Source: an optimization exercise on an open RTL-to-GDS flow (aim: small area, a short achievable clock period and few clock cycles). Production flows keep margins and buffers that such runs may drop. The RTL was checked by simulation tests, not by an equivalence proof against the original design.

// pagerank_top
module pagerank_top (
	input wire clk,
	input wire rst,
	output logic [63:0] m_araddr,
	output logic [2:0] m_arprot,
	output logic m_arvalid,
	input wire m_arready,
	input wire [63:0] m_rdata,
	input wire [1:0] m_rresp,
	input wire m_rvalid,
	output logic m_rready,
	output logic [63:0] m_awaddr,
	output logic [2:0] m_awprot,
	output logic m_awvalid,
	input wire m_awready,
	output logic [63:0] m_wdata,
	output logic [7:0] m_wstrb,
	output logic m_wvalid,
	input wire m_wready,
	input wire [1:0] m_bresp,
	input wire m_bvalid,
	output logic m_bready,
	input wire softreg_req_valid,
	input wire softreg_req_is_write,
	input wire [31:0] softreg_req_addr,
	input wire [63:0] softreg_req_data,
	output logic softreg_resp_valid,
	output logic [63:0] softreg_resp_data
);
	logic vert_valid;
	logic vert_ready;
	logic [10-1:0] vert_in_deg;
	logic [31:0] vert_out_deg;
	logic score_valid;
	logic score_ready;
	logic [63:0] score_data;
	logic res_valid;
	logic res_take;
	logic [63:0] res_data;
	logic rnd_start;
	logic rnd_last;
	logic [7-1:0] wr_acked;
	logic vert_first;
	logic [31:0] rnd_n_vertices;
	logic [31:0] rnd_n_edges;
	logic [63:0] rnd_vert_base;
	logic [63:0] rnd_edge_base;
	logic [63:0] rnd_rd_base;
	logic [63:0] rnd_wr_base;
	logic rnd_round_done;
	pr_control u_control (
		.clk(clk),
		.rst(rst),
		.softreg_req_valid(softreg_req_valid),
		.softreg_req_is_write(softreg_req_is_write),
		.softreg_req_addr(softreg_req_addr),
		.softreg_req_data(softreg_req_data),
		.softreg_resp_valid(softreg_resp_valid),
		.softreg_resp_data(softreg_resp_data),
		.rnd_start(rnd_start),
		.rnd_last(rnd_last),
		.rnd_n_vertices(rnd_n_vertices),
		.rnd_n_edges(rnd_n_edges),
		.rnd_vert_base(rnd_vert_base),
		.rnd_edge_base(rnd_edge_base),
		.rnd_rd_base(rnd_rd_base),
		.rnd_wr_base(rnd_wr_base),
		.rnd_round_done(rnd_round_done)
	);
	pr_mem_reader u_mem_reader (
		.clk(clk),
		.rst(rst),
		.m_araddr(m_araddr),
		.m_arprot(m_arprot),
		.m_arvalid(m_arvalid),
		.m_arready(m_arready),
		.m_rdata(m_rdata),
		.m_rresp(m_rresp),
		.m_rvalid(m_rvalid),
		.m_rready(m_rready),
		.rnd_start(rnd_start),
		.rnd_last(rnd_last),
		.rnd_round_done(rnd_round_done),
  ...
For scale: about 7200 cells after synthesis, about 450 I/O pins, roughly 0.079 mm² of cells after synthesis.
make LEC_CHECK=0 CAP_MARGIN=20 CORE_MARGIN=2 CORE_UTILIZATION=40 PLACE_DENSITY=0.6 SLEW_MARGIN=20 finish   # period 7.0 ns
run.sh (not shown) runs the stock make flow with config.mk's settings and CLKGATE_MAP_FILE= SYNTH_SCRIPT=/design/flow/synth_recipe.tcl, a recipe that flattens the netlist after the stock synthesis.
Testbench counts at the start, summed over its fixed seeds: cycles 20,343.
Change:
--- a/flow/design.v
+++ b/flow/design.v
@@ -532,33 +532,36 @@
 			edge_used <= '0;
 		end else begin
 			vert_used <= vert_used + (VQ+1)'(issue_vert) - (VQ+1)'(vert_valid && vert_ready);
 			edge_used <= edge_used + (EQ+1)'(issue_edge) - (EQ+1)'(issue_score);
 		end
 	end
 	assign credit_sum = edge_credit + deg_new;
+	logic skid_valid;
+	logic [63:0] skid_data;
 	logic head_score;
-	logic sq_empty;
-	logic [1:0] sq_count;
 	assign head_score = m_rvalid && !tag_empty && (tag_head == TAG_SCORE);
-	assign m_rready = tag_empty || (tag_head != TAG_SCORE) || !sq_count[1];
+	assign m_rready = tag_empty || (tag_head != TAG_SCORE) || !skid_valid;
 	assign rd_take = m_rvalid && m_rready;
 	assign vert_push = rd_take && (tag_head == TAG_VERT);
 	assign edge_push = rd_take && (tag_head == TAG_EDGE);
-	assign score_valid = !sq_empty;
-	pr_fifo #(.WIDTH(64), .LOG_DEPTH(1), .SHIFT(1)) u_score_fifo (
-		.clk(clk),
-		.rst(rst),
-		.push(head_score && !sq_count[1]),
-		.din(m_rdata),
-		.pop(score_valid && score_ready),
-		.dout(score_data),
-		.empty(sq_empty),
-		.count(sq_count)
-	);
+	assign score_valid = skid_valid || head_score;
+	assign score_data = skid_valid ? skid_data : m_rdata;
+	always_ff @(posedge clk) begin
+		if (rst)
+			skid_valid <= 1'b0;
+		else if (skid_valid)
+			skid_valid <= !score_ready;
+		else
+			skid_valid <= head_score && !score_ready;
+	end
+	always_ff @(posedge clk) begin
+		if (!skid_valid)
+			skid_data <= m_rdata;
+	end
 	logic [2:0] tag_in;
 	logic [2:0] tag_out;
 	assign tag_in = {issue_vert && first, issue_score ? TAG_SCORE : issue_edge ? TAG_EDGE : TAG_VERT};
 	assign tag_head = tag_out[1:0];
 	assign vert_push_first = tag_out[2];
 	pr_fifo #(.WIDTH(3), .LOG_DEPTH(TQ), .SHIFT(1)) u_tag_fifo (
 		.clk(clk),
@@ -764,19 +767,18 @@
 );
 	localparam int VW = 7;
 	logic [VW-1:0] idx;
 	logic idx_last;
 	logic ack_last;
 	logic ahead;
 	logic put;
-	logic wb_free;
 	assign m_awprot = 3'b000;
 	assign m_wstrb = 8'hff;
 	assign m_bready = 1'b1;
-	assign put = res_valid && wb_free;
+	assign put = res_valid && !m_awvalid && !m_wvalid && !(ahead && idx_last);
 	assign res_take = put;
 	assign rnd_round_done = m_bvalid && ack_last;
 	always_ff @(posedge clk) begin
 		if (rst) begin
 			m_awvalid <= 1'b0;
 			m_wvalid <= 1'b0;
 		end else begin
@@ -787,23 +789,14 @@
 			if (put) begin
 				m_awvalid <= 1'b1;
 				m_wvalid <= 1'b1;
 			end
 		end
 	end
 	always_ff @(posedge clk) begin
-		if (rst || rnd_start)
-			wb_free <= 1'b1;
-		else if (put)
-			wb_free <= 1'b0;
-		else
-			wb_free <= !(m_awvalid && !m_awready) && !(m_wvalid && !m_wready)
-				&& !(ahead && !rnd_round_done && idx_last);
-	end
-	always_ff @(posedge clk) begin
 		if (rst || rnd_start) begin
 			idx <= '0;
 			idx_last <= (rnd_n_vertices[VW-1:0] == VW'(1));
 			wr_acked <= '0;
 			ack_last <= (rnd_n_vertices[VW-1:0] == VW'(1));
 			ahead <= 1'b0;
 		end else begin
Sequential share of layout area fell by 0.77 points.
Cell area came out lower by 4.7%.
Clock skew grows by 0.018 ns.
Final cell count falls by 3.0%.
Routed wire length came out lower by 5.8%.
Setup slack improves by 0.016 ns.
Synthesized area drops by 5.4%.
Critical path depth decreases by 9.
Global-route usage stays flat.
Testbench counts after the change, summed over its fixed seeds: cycles 20,379.

[port drivers added, routing unchanged]
No port has a modelled driver above. Below, the same layouts with a new extraction and two added sets of constraints. Step 1: set_driving_cell puts a clkbuf_16 on clk and a buf_2 on each other input, an assumption about the parent block. Step 2 adds t to the input delays and takes it off the output delays; t is the mean of the earliest and latest rising clock arrival at the registers after step 1. Input paths then give back, and output paths get back, about the clock's delay inside the block. Three values: no drivers, after step 1, after step 2; two values: the first two.
run | t, ns | setup slack, ns | worst setup path after step 2 | worst register clock-pin slew, ns | cell pins on the clock port's net
the first run | 0.916 | 1.709 / 1.709 / 1.709 | register to register | 0.07 / 0.07 | 1
the second run | 0.906 | 1.726 / 1.698 / 0.792 | input to register | 0.07 / 0.07 | 1
After both steps setup and hold are still met in every run listed. The setup slack of the second run, which loses most, moves by -0.028 ns with the drivers and by -0.934 ns with both steps.
